This design comes from an exercise in tuning for small area, a short achievable clock period and few clock cycles per item on the open sky130 flow, not from production work.
At most, simulation tests tie the RTL to the original design; equivalence was not proved.
No activity file was given, so power comes from the tool's default toggle rates.

T:
==> flow/design.v (excerpt) <==
module set_membership_table_top (
  input  logic                           clk,
  input  logic                           rst_n,
  input  logic                           in_tvalid,
  output logic                           in_tready,
  input  logic [smt_pkg::IN_DATA_W-1:0]  in_tdata,   
  input  logic [smt_pkg::REQ_W-1:0]      in_tuser,   
  output logic                           out_tvalid,
  input  logic                           out_tready,
  output logic [smt_pkg::OUT_DATA_W-1:0] out_tdata   
);
  smt_pkg::cmd_t                   cmd;
  logic                            was_present;
  logic [smt_pkg::COUNT_OUT_W-1:0] entry_count;
  logic                            dropped;
  smt_ctrl u_ctrl (
    .clk        (clk),
    .rst_n      (rst_n),
    .in_tvalid  (in_tvalid),
    .in_tready  (in_tready),
    .out_tvalid (out_tvalid),
    .out_tready (out_tready),
    .cmd        (cmd)
  );
  smt_dpath u_dpath (
    .clk         (clk),
    .rst_n       (rst_n),
    .cmd         (cmd),
    .req_in      (in_tuser),
    .key_in      (in_tdata[smt_pkg::KEY_BITS-1:0]),
    .was_present (was_present),
    .entry_count (entry_count),
    .dropped     (dropped)
  );
  assign out_tdata = {1'b0, dropped, entry_count, was_present};
endmodule
Size: ~1,700 cells after synthesis, about 610 flip-flops, roughly 48 I/O pins.
==> module smt_ctrl, before the edit <==
module smt_ctrl (
  input  logic          clk,
  input  logic          rst_n,
  input  logic          in_tvalid,
  output logic          in_tready,
  output logic          out_tvalid,
  input  logic          out_tready,
  output smt_pkg::cmd_t cmd
);
  logic req_valid_r, req_valid_nxt;    
  logic out_valid_r, out_valid_nxt;
  logic idle_r;                        
  logic out_free;
  assign req_valid_nxt = cmd.load || (req_valid_r && !cmd.commit);
  assign out_valid_nxt = cmd.commit || (out_valid_r && !out_tready);
  always_ff @(posedge clk) begin
    if (!rst_n) begin
      req_valid_r <= 1'b0;
      out_valid_r <= 1'b0;
      idle_r      <= 1'b1;
    end else begin
      req_valid_r <= req_valid_nxt;
      out_valid_r <= out_valid_nxt;
      idle_r      <= !req_valid_nxt || !out_valid_nxt;
    end
  end
  assign out_free   = !out_valid_r || out_tready;
  assign out_tvalid = out_valid_r;
  assign cmd.commit = req_valid_r && out_free;
  assign in_tready  = idle_r || out_tready;
  assign cmd.load   = in_tvalid && in_tready;
  assign cmd.match  = in_tready;
endmodule
==> flow/config.mk <==
export PLATFORM = sky130hd
export DESIGN_NAME = set_membership_table_top
export DESIGN_NICKNAME = set_membership_table_top
export VERILOG_FILES = /design/flow/design.v
export SDC_FILE = /design/flow/constraint.sdc
export NUM_CORES = 4
export LEC_CHECK = 0
export ABC_CLOCK_PERIOD_IN_PS = 1800
export CAP_MARGIN = 20
export CORE_MARGIN = 2
export CORE_UTILIZATION = 40
export PLACE_DENSITY = 0.6
export SETUP_SLACK_MARGIN = 1.4
export SLEW_MARGIN = 20
==> flow/constraint.sdc <==
create_clock -name core_clock -period 3.4 [get_ports {clk}]
set_input_delay 0.6800 -clock core_clock [delete_from_list [all_inputs] [get_ports {clk}]]
set_output_delay 0.6800 -clock core_clock [all_outputs]
set_load 0.01 [all_outputs]
standard.sh (not shown) runs the stock make flow with config.mk's settings and CLKGATE_MAP_FILE= SYNTH_SCRIPT=/design/flow/synth_recipe.tcl, a recipe that flattens the netlist after the stock synthesis.
==> flow/flow/run.sh <==
#!/bin/bash
# The standard ORFS flow, run in two parts:
#  1. synthesis exactly as standard.sh makes it;
#  2. floorplan to final layout with two changes:
#     - the clock tree is built with larger sink clusters and without the
#       dummy loads CTS adds to balance it;
#     - delay cells are kept out of port buffering and timing repair, so the
#       port buffers are plain buffers (flow/dont_use.tcl, run before each
#       OpenROAD step).
# Each part's full output goes to its own log file in this folder; ORFS's
# per-step logs stay under orfs/logs/.
set -euo pipefail
W=$(pwd)

bash standard.sh synth > "$W/flow_synth.log" 2>&1

export CTS_ARGS="-sink_clustering_enable -repair_clock_nets -dont_use_dummy_load -sink_clustering_size 30 -sink_clustering_max_diameter 60"
for step in FLOORPLAN GLOBAL_PLACE_SKIP_IO IO_PLACEMENT GLOBAL_PLACE RESIZE DETAIL_PLACE REPAIR_TIMING_POST_PLACE CTS GLOBAL_ROUTE DETAIL_ROUTE FILLCELL; do
  export PRE_${step}_TCL="$W/flow/dont_use.tcl"
done

bash standard.sh > "$W/flow_layout.log" 2>&1
==> flow/flow/dont_use.tcl <==
# Keep delay cells out of port buffering and timing repair.
set_dont_use [get_lib_cells {sky130_fd_sc_hd__dlygate* sky130_fd_sc_hd__clkdlybuf*}]
# Aim repair at sharp edges on every net, so high-fanout nets get buffered.
set_max_transition 0.5 [current_design]
diff inputs: T => S
--- a/flow/design.v
+++ b/flow/design.v
@@ -31,19 +31,14 @@
   output smt_pkg::cmd_t cmd
 );
-  logic req_valid_r, req_valid_nxt;    
-  logic out_valid_r, out_valid_nxt;
-  logic idle_r;                        
+  logic req_valid_r;    
+  logic out_valid_r;
   logic out_free;
-  assign req_valid_nxt = cmd.load || (req_valid_r && !cmd.commit);
-  assign out_valid_nxt = cmd.commit || (out_valid_r && !out_tready);
   always_ff @(posedge clk) begin
     if (!rst_n) begin
       req_valid_r <= 1'b0;
       out_valid_r <= 1'b0;
-      idle_r      <= 1'b1;
     end else begin
-      req_valid_r <= req_valid_nxt;
-      out_valid_r <= out_valid_nxt;
-      idle_r      <= !req_valid_nxt || !out_valid_nxt;
+      req_valid_r <= cmd.load || (req_valid_r && !cmd.commit);
+      out_valid_r <= cmd.commit || (out_valid_r && !out_tready);
     end
   end
@@ -51,5 +46,5 @@
   assign out_tvalid = out_valid_r;
   assign cmd.commit = req_valid_r && out_free;
-  assign in_tready  = idle_r || out_tready;
+  assign in_tready  = !req_valid_r || out_free;
   assign cmd.load   = in_tvalid && in_tready;
   assign cmd.match  = in_tready;
Findings:
S vs T — portion of the layout cell area used by non-clock buffers dropped 0.47 points. On sequential share of layout area: between S and T, it ends up lower for T. On net total in the final layout, S and T are basically level. T -> S: die area flat. Count of non-CTS buffers in the layout, S and T: lower on S. Die height: T vs S — no meaningful difference. S vs T — count of buffering cells on the critical path with inverters included rose 14. The higher power per standard cell area of S and T is in S. Against T as the reference, S delivers a higher share of power burned in the clock network. Relative to T, the area of all placed cells without fillers of S is lower by about 1%. In terms of post-synthesis net count, S and T differ only marginally. Diff S and T: routed wire length higher in T.
Testbench counts of S, summed over its fixed seeds: cycles 12,016, items 12,000.
Only the layout flow was run in T; the RTL was not checked for function there.

## separate check: timing with driven ports
The results above use ideal ports. As a check the final layouts listed here were re-extracted and re-timed, cells and wires unchanged. Step 1 (the two cells are an assumption about what drives the block):
set clk [get_ports {clk}]
set_driving_cell -lib_cell sky130_fd_sc_hd__clkbuf_16 $clk
set_driving_cell -lib_cell sky130_fd_sc_hd__buf_2 [delete_from_list [all_inputs] $clk]
Step 2, shift: input delay + t, output delay - t, t = (earliest + latest rising clock arrival at the registers) / 2. This alone moves slack from input paths to output paths. Three values: ideal ports, drivers, drivers and shift; two values: the first two.
| run | t, ns | slack for setup (ns) | clock arrival spread, ns | worst register clock-pin slew, ns | worst data-port slew with drivers (ns) |
|---|---|---|---|---|---|
| T | 0.642 | 1.182 / 1.182 / 0.576 | 0.097 / 0.097 | 0.11 / 0.11 | 0.04 |
| S | 0.646 | 1.225 / 1.225 / 0.682 | 0.093 / 0.093 | 0.11 / 0.11 | 0.05 |
After both steps setup and hold are still met in every run listed. The setup slack of T, which loses most, moves by 0.000 ns with the drivers and by -0.606 ns with both steps.
